This is an optimization exercise on Yosys and OpenROAD, whose aim is small area, a short achievable clock period and few clock cycles per item, not a production implementation.
Function was checked by simulation only, so behaviour that the tests miss may differ from the original.

==> job 926: inputs <==
==> flow/design.v <==
`default_nettype none
package chessPkg;
    localparam int pieceCount  = 16;
    localparam int locBits     = 6;      
    localparam int moveSetBits = 96;
    function automatic logic [2:0] rayUp(input logic [7:0] e, input logic [7:0] n);
        logic [7:0] self;
        logic [7:0] t;
        logic       run;
        self = e & ~n;
        t    = '0;
        for (int k = 1; k < 8; k++) begin
            for (int p = 0; p + k < 8; p++) begin
                run = self[p] & n[p+k];
                for (int i = p + 1; i < p + k; i++) begin
                    run = run & e[i];
                end
                t[k] = t[k] | run;
            end
        end
        rayUp = {t[4], (t[2] & ~t[4]) | t[6],
                 (t[1] & ~t[2]) | (t[3] & ~t[4]) | (t[5] & ~t[6]) | t[7]};
    endfunction
    function automatic logic [7:0] rev8(input logic [7:0] v);
        for (int i = 0; i < 8; i++) rev8[i] = v[7-i];
    endfunction
    function automatic logic [2:0] rayDown(input logic [7:0] e, input logic [7:0] n);
        rayDown = rayUp(rev8(e), rev8(n));
    endfunction
endpackage
`default_nettype wire
`default_nettype none
module boardBuilder (
    input  wire logic                                              player,
    input  wire logic [chessPkg::pieceCount*chessPkg::locBits-1:0] locationWhite,
    input  wire logic [chessPkg::pieceCount*chessPkg::locBits-1:0] locationBlack,
    input  wire logic [chessPkg::pieceCount-1:0]                   aliveWhite,
    input  wire logic [chessPkg::pieceCount-1:0]                   aliveBlack,
    output logic [63:0]                                            sqE,
    output logic [63:0]                                            sqN,
    output logic [63:0]                                            ownRank,    
    output logic [63:0]                                            ownFile
);
    logic [7:0] wRank [chessPkg::pieceCount];
    logic [7:0] wFile [chessPkg::pieceCount];
    logic [7:0] bRank [chessPkg::pieceCount];
    logic [7:0] bFile [chessPkg::pieceCount];
    logic [63:0] w;
    logic [63:0] b;
    always_comb begin
        for (int i = 0; i < chessPkg::pieceCount; i++) begin
            for (int q = 0; q < 8; q++) begin
                wRank[i][q] = aliveWhite[i] && locationWhite[i*6+3 +: 3] == 3'(q);
                wFile[i][q] = locationWhite[i*6 +: 3] == 3'(q);
                bRank[i][q] = aliveBlack[i] && locationBlack[i*6+3 +: 3] == 3'(q);
                bFile[i][q] = locationBlack[i*6 +: 3] == 3'(q);
            end
        end
    end
    always_comb begin
        for (int q = 0; q < 8; q++) begin
            for (int f = 0; f < 8; f++) begin
                w[q*8+f] = 1'b0;
                b[q*8+f] = 1'b0;
                for (int i = 0; i < chessPkg::pieceCount; i++) begin
                    w[q*8+f] = w[q*8+f] | (wRank[i][q] & wFile[i][f]);
                    b[q*8+f] = b[q*8+f] | (bRank[i][q] & bFile[i][f]);
                end
            end
        end
        sqE = ~w & ~b;
        sqN = player ? ~w : (w | ~b);
    end
    always_comb begin
        for (int i = 0; i < 8; i++) begin
            ownRank[i*8 +: 8] = player ? wRank[i] : bRank[i];
            ownFile[i*8 +: 8] = player ? wFile[i] : bFile[i];
        end
    end
endmodule
`default_nettype wire
`default_nettype none
module slideCounter #(
    parameter bit diagonal = 1'b0
) (
    input  wire logic [15:0] lineA,      
    input  wire logic [15:0] lineB,      
    output logic [11:0]      rays
);
    logic [7:0] ae, an, be, bn;
    assign ae = lineA[15:8];
    assign an = lineA[7:0];
    assign be = lineB[15:8];
    assign bn = lineB[7:0];
    if (!diagonal) begin : gOrth
        assign rays = {chessPkg::rayDown(ae, an), chessPkg::rayUp(ae, an),
                       chessPkg::rayUp(be, bn), chessPkg::rayDown(be, bn)};
    end else begin : gDiag
        assign rays = {chessPkg::rayDown(ae, an), chessPkg::rayUp(be, bn),
                       chessPkg::rayDown(be, bn), chessPkg::rayUp(ae, an)};
    end
endmodule
`default_nettype wire
`default_nettype none
module stepMasker #(
    parameter bit isKnight = 1'b0
) (
    input  wire logic [63:0] sqN,
    input  wire logic [7:0]  rh,         
    input  wire logic [7:0]  fh,
    output logic [7:0]       stepMask
);
    function automatic int dRank(input int t);
        if (isKnight) begin
            case (t)
                0, 2:    dRank = 2;
                1, 3:    dRank = 1;
                4, 6:    dRank = -2;
                default: dRank = -1;
            endcase
        end else begin
            case (t)
                0, 1, 2: dRank = 1;
                3, 7:    dRank = 0;
                default: dRank = -1;
            endcase
        end
    endfunction
    function automatic int dFile(input int t);
        if (isKnight) begin
            case (t)
                0, 4:    dFile = -1;
                1, 5:    dFile = -2;
                2, 6:    dFile = 1;
                default: dFile = 2;
            endcase
        end else begin
            case (t)
                0, 6, 7: dFile = -1;
                1, 5:    dFile = 0;
                default: dFile = 1;
            endcase
        end
    endfunction
    always_comb begin
        logic [7:0] tRow;
        logic       hit;
        int         r2;
        int         f2;
        for (int t = 0; t < 8; t++) begin
            for (int j = 0; j < 8; j++) begin
                tRow[j] = 1'b0;
                for (int r = 0; r < 8; r++) begin
                    r2 = r + dRank(t);
                    if (r2 >= 0 && r2 < 8) tRow[j] = tRow[j] | (rh[r] & sqN[r2*8+j]);
                end
            end
            hit = 1'b0;
            for (int f = 0; f < 8; f++) begin
                f2 = f + dFile(t);
                if (f2 >= 0 && f2 < 8) hit = hit | (fh[f] & tRow[f2]);
            end
            stepMask[7-t] = hit;
        end
    end
endmodule
`default_nettype wire
`default_nettype none
module lineExtract (
    input  wire logic [63:0] sqE,
    input  wire logic [63:0] sqN,
    input  wire logic [7:0]  rh,
    input  wire logic [7:0]  fh,
    output logic [15:0]      rowL,       
    output logic [15:0]      colL,       
    output logic [15:0]      diagL,      
    output logic [15:0]      antiL       
);
    logic [7:0]  re, rn, ce, cn, de, dn, ae, an;
    logic [14:0] dh;     
    logic [14:0] ah;     
    always_comb begin
        dh = '0;
        ah = '0;
        for (int r = 0; r < 8; r++) begin
            for (int f = 0; f < 8; f++) begin
                dh[r-f+7] = dh[r-f+7] | (rh[r] & fh[f]);
                ah[r+f]   = ah[r+f]   | (rh[r] & fh[f]);
            end
        end
        for (int j = 0; j < 8; j++) begin
            re[j] = 1'b0; rn[j] = 1'b0;
            ce[j] = 1'b0; cn[j] = 1'b0;
            de[j] = 1'b0; dn[j] = 1'b0;
            ae[j] = 1'b0; an[j] = 1'b0;
            for (int q = 0; q < 8; q++) begin
                re[j] = re[j] | (rh[q] & sqE[q*8+j]);
                rn[j] = rn[j] | (rh[q] & sqN[q*8+j]);
                ce[j] = ce[j] | (fh[q] & sqE[j*8+q]);
                cn[j] = cn[j] | (fh[q] & sqN[j*8+q]);
                de[j] = de[j] | (dh[q-j+7] & sqE[q*8+j]);
                dn[j] = dn[j] | (dh[q-j+7] & sqN[q*8+j]);
                ae[j] = ae[j] | (ah[q+j] & sqE[q*8+j]);
                an[j] = an[j] | (ah[q+j] & sqN[q*8+j]);
            end
        end
        for (int j = 0; j < 8; j++) begin
            rowL[8+j]  = re[j] | fh[j];
            rowL[j]    = rn[j] & ~fh[j];
            colL[8+j]  = ce[j] | rh[j];
            colL[j]    = cn[j] & ~rh[j];
            diagL[8+j] = de[j] | fh[j];
            diagL[j]   = dn[j] & ~fh[j];
            antiL[8+j] = ae[j] | fh[j];
            antiL[j]   = an[j] & ~fh[j];
        end
    end
endmodule
`default_nettype wire
`default_nettype none
module moveGenTop (
    input  wire logic                                              clk,
    input  wire logic                                              rstN,
    input  wire logic                                              en,
    input  wire logic                                              start,
    input  wire logic                                              player,   
    input  wire logic [chessPkg::pieceCount*chessPkg::locBits-1:0] locationWhite,
    input  wire logic [chessPkg::pieceCount*chessPkg::locBits-1:0] locationBlack,
    input  wire logic [chessPkg::pieceCount-1:0]                   aliveWhite,
    input  wire logic [chessPkg::pieceCount-1:0]                   aliveBlack,
    output logic [chessPkg::moveSetBits-1:0]                       moveSet,
    output logic                                                   done
);
    logic [63:0] sqE;
    logic [63:0] sqN;
    logic [63:0] ownRank;
    logic [63:0] ownFile;
    logic        load;
    assign load     = en && start;
    boardBuilder uBoard (
        .player        (player),
        .locationWhite (locationWhite),
        .locationBlack (locationBlack),
        .aliveWhite    (aliveWhite),
        .aliveBlack    (aliveBlack),
        .sqE           (sqE),
        .sqN           (sqN),
        .ownRank       (ownRank),
        .ownFile       (ownFile)
    );
    logic [15:0] qRow, qCol, qDiag, qAnti;
    logic [15:0] b2Diag, b2Anti, b3Diag, b3Anti;
    logic [15:0] r6Row, r6Col, r7Row, r7Col;
    logic [15:0] unusedRow2, unusedCol2, unusedRow3, unusedCol3;
    logic [15:0] unusedDiag6, unusedAnti6, unusedDiag7, unusedAnti7;
    logic [7:0]  kMask, n4Mask, n5Mask;
    lineExtract uL1 (.sqE(sqE), .sqN(sqN), .rh(ownRank[1*8 +: 8]), .fh(ownFile[1*8 +: 8]),
                     .rowL(qRow), .colL(qCol), .diagL(qDiag), .antiL(qAnti));
    lineExtract uL2 (.sqE(sqE), .sqN(sqN), .rh(ownRank[2*8 +: 8]), .fh(ownFile[2*8 +: 8]),
                     .rowL(unusedRow2), .colL(unusedCol2), .diagL(b2Diag), .antiL(b2Anti));
    lineExtract uL3 (.sqE(sqE), .sqN(sqN), .rh(ownRank[3*8 +: 8]), .fh(ownFile[3*8 +: 8]),
                     .rowL(unusedRow3), .colL(unusedCol3), .diagL(b3Diag), .antiL(b3Anti));
    lineExtract uL6 (.sqE(sqE), .sqN(sqN), .rh(ownRank[6*8 +: 8]), .fh(ownFile[6*8 +: 8]),
                     .rowL(r6Row), .colL(r6Col), .diagL(unusedDiag6), .antiL(unusedAnti6));
    lineExtract uL7 (.sqE(sqE), .sqN(sqN), .rh(ownRank[7*8 +: 8]), .fh(ownFile[7*8 +: 8]),
                     .rowL(r7Row), .colL(r7Col), .diagL(unusedDiag7), .antiL(unusedAnti7));
    stepMasker #(.isKnight(1'b0)) uK (.sqN(sqN), .rh(ownRank[0*8 +: 8]), .fh(ownFile[0*8 +: 8]),
                     .stepMask(kMask));
    stepMasker #(.isKnight(1'b1)) uN4 (.sqN(sqN), .rh(ownRank[4*8 +: 8]), .fh(ownFile[4*8 +: 8]),
                     .stepMask(n4Mask));
    stepMasker #(.isKnight(1'b1)) uN5 (.sqN(sqN), .rh(ownRank[5*8 +: 8]), .fh(ownFile[5*8 +: 8]),
                     .stepMask(n5Mask));
    logic [15:0] qRowR, qColR, qDiagR, qAntiR;
    logic [15:0] b2DiagR, b2AntiR, b3DiagR, b3AntiR;
    logic [15:0] r6RowR, r6ColR, r7RowR, r7ColR;
    logic [7:0]  kMaskR, n4MaskR, n5MaskR;
    always_ff @(posedge clk) begin
        if (load) begin
            qRowR   <= qRow;
            qColR   <= qCol;
            qDiagR  <= qDiag;
            qAntiR  <= qAnti;
            b2DiagR <= b2Diag;
            b2AntiR <= b2Anti;
            b3DiagR <= b3Diag;
            b3AntiR <= b3Anti;
            r6RowR  <= r6Row;
            r6ColR  <= r6Col;
            r7RowR  <= r7Row;
            r7ColR  <= r7Col;
            kMaskR  <= kMask;
            n4MaskR <= n4Mask;
            n5MaskR <= n5Mask;
        end
    end
    always_ff @(posedge clk or negedge rstN) begin
        if (!rstN) begin
            done <= 1'b0;
        end else if (en) begin
            done <= start;
        end
    end
    logic [11:0] qOrth, qDiagRays, b2Rays, b3Rays, r6Rays, r7Rays;
    slideCounter #(.diagonal(1'b0)) uSq0 (.lineA(qRowR),   .lineB(qColR),   .rays(qOrth));
    slideCounter #(.diagonal(1'b1)) uSq1 (.lineA(qAntiR),  .lineB(qDiagR),  .rays(qDiagRays));
    slideCounter #(.diagonal(1'b1)) uSb2 (.lineA(b2AntiR), .lineB(b2DiagR), .rays(b2Rays));
    slideCounter #(.diagonal(1'b1)) uSb3 (.lineA(b3AntiR), .lineB(b3DiagR), .rays(b3Rays));
    slideCounter #(.diagonal(1'b0)) uSr6 (.lineA(r6RowR),  .lineB(r6ColR),  .rays(r6Rays));
    slideCounter #(.diagonal(1'b0)) uSr7 (.lineA(r7RowR),  .lineB(r7ColR),  .rays(r7Rays));
    assign moveSet = {r7Rays, r6Rays, n5MaskR, n4MaskR, b3Rays, b2Rays, qOrth, qDiagRays, kMaskR};
endmodule
`default_nettype wire
==> flow/flow/run.sh <==
#!/bin/bash
set -euo pipefail
cd "$(dirname "$0")/.."
bash standard.sh SETUP_SLACK_MARGIN=6.5 "BUFFER_PORTS_ARGS=-buffer_cell sky130_fd_sc_hd__buf_1" finish > standard_flow.log 2>&1
==> flow/standard.sh <==
#!/bin/bash
# synth_recipe.tcl (not shown) runs the flow's synth.tcl, then flattens the netlist and writes it again
# the make line also repeats each setting of config.mk as NAME=value (left out here)
make -C /OpenROAD-flow-scripts/flow DESIGN_CONFIG=/design/flow/config.mk WORK_HOME=/design/flow/orfs CLKGATE_MAP_FILE= SYNTH_SCRIPT=/design/flow/synth_recipe.tcl "${@:-finish}"
==> flow/config.mk <==
export PLATFORM = sky130hd
export DESIGN_NAME = moveGenTop
export DESIGN_NICKNAME = moveGenTop
export VERILOG_FILES = /design/flow/design.v
export SDC_FILE = /design/flow/constraint.sdc
export NUM_CORES = 4
export LEC_CHECK = 0
export CAP_MARGIN = 20
export CORE_MARGIN = 2
export CORE_UTILIZATION = 25
export PLACE_DENSITY = 0.35
export SLEW_MARGIN = 20
==> flow/constraint.sdc <==
create_clock -name core_clock -period 12.0 [get_ports {clk}]
set_input_delay 2.4000 -clock core_clock [delete_from_list [all_inputs] [get_ports {clk}]]
set_output_delay 2.4000 -clock core_clock [all_outputs]
set_load 0.01 [all_outputs]
==> inputs of job 9632, as changes to job 926 <==
--- a/flow/design.v
+++ b/flow/design.v
@@ -75,5 +75,5 @@
         for (int i = 0; i < 8; i++) begin
             ownRank[i*8 +: 8] = player ? wRank[i] : bRank[i];
-            ownFile[i*8 +: 8] = player ? wFile[i] : bFile[i];
+            ownFile[i*8 +: 8] = player ? (wFile[i] & {8{aliveWhite[i]}}) : (bFile[i] & {8{aliveBlack[i]}});
         end
     end
==> flow/flow/run.sh (replaced) <==
#!/bin/bash
set -euo pipefail
cd "$(dirname "$0")/.."
bash standard.sh SETUP_SLACK_MARGIN=6 "BUFFER_PORTS_ARGS=-buffer_cell sky130_fd_sc_hd__buf_1" finish > standard_flow.log 2>&1
--- a/flow/config.mk
+++ b/flow/config.mk
@@ -8,5 +8,5 @@
 export CAP_MARGIN = 20
 export CORE_MARGIN = 2
-export CORE_UTILIZATION = 25
-export PLACE_DENSITY = 0.35
+export CORE_UTILIZATION = 50
+export PLACE_DENSITY = 0.6
 export SLEW_MARGIN = 20
==> inputs of job 3075, as changes to job 926 <==
--- a/flow/design.v
+++ b/flow/design.v
@@ -75,5 +75,5 @@
         for (int i = 0; i < 8; i++) begin
             ownRank[i*8 +: 8] = player ? wRank[i] : bRank[i];
-            ownFile[i*8 +: 8] = player ? wFile[i] : bFile[i];
+            ownFile[i*8 +: 8] = player ? (wFile[i] & {8{aliveWhite[i]}}) : (bFile[i] & {8{aliveBlack[i]}});
         end
     end
==> flow/run.sh (new file) <==
#!/bin/bash
# synth_recipe.tcl (not shown) runs the flow's synth.tcl, then flattens the netlist and writes it again
# the make line also repeats each setting of config.mk as NAME=value (left out here)
make -C /OpenROAD-flow-scripts/flow DESIGN_CONFIG=/design/flow/config.mk WORK_HOME=/design/flow/orfs CLKGATE_MAP_FILE= SYNTH_SCRIPT=/design/flow/synth_recipe.tcl finish
--- a/flow/config.mk
+++ b/flow/config.mk
@@ -10,3 +10,4 @@
 export CORE_UTILIZATION = 25
 export PLACE_DENSITY = 0.35
+export SETUP_SLACK_MARGIN = 5
 export SLEW_MARGIN = 20
removed: flow/flow/run.sh
removed: flow/standard.sh
==> summary of the runs <==
Between job 3075 and job 926, the lower count of clock-buffer cells in the layout is in job 926 (gap 1).
In job 926 the worst hold slack is lower than in job 3075, by 22 ps.
Job 3075 went through all stages and came out clean. Job 9632 failed in global routing (GRT-0116). Job 926 passed the timing, design-rule and antenna checks.
Wire length: job 926 is larger than job 3075 (3.2%).
Of job 926 and job 3075, job 926 has the higher first-iteration DRC count (gap about 4%, measured against job 3075).
Testbench counts of job 926, summed over its fixed seeds: cycles 2,400, items 2,400.
Testbench counts of job 9632, summed over its fixed seeds: cycles 2,400, items 2,400.
Testbench counts of job 3075, summed over its fixed seeds: cycles 2,400, items 2,400.

[what the ideal ports hide]
The flow's constraints put no driver on any port. The routed layouts listed below were extracted and timed again, unchanged, in two steps. Step 1 sets driving cells, clkbuf_16 on the clock port and buf_2 on the other inputs (assumed; they add their load-dependent delay and slew). Step 2, shift: input delay + t, output delay - t, t = (earliest + latest rising clock arrival at the registers) / 2. This alone moves slack from input paths to output paths. Three values: ideal, step 1, step 2; two values: the first two.
| run | t, ns | setup slack, ns | worst hold slack (ns) | worst setup path at the end |
|---|---|---|---|---|
| job 926 | 0.697 | 6.193 / 6.210 / 5.513 | 0.508 / 0.508 / 0.508 | input to register |
| job 3075 | 0.682 | 4.670 / 4.737 / 4.055 | 0.530 / 0.530 / 0.530 | input to register |
After both steps setup and hold are still met in every run listed. For job 926, which loses most, drivers alone change the setup slack by +0.017 ns; drivers and shift together by -0.680 ns.
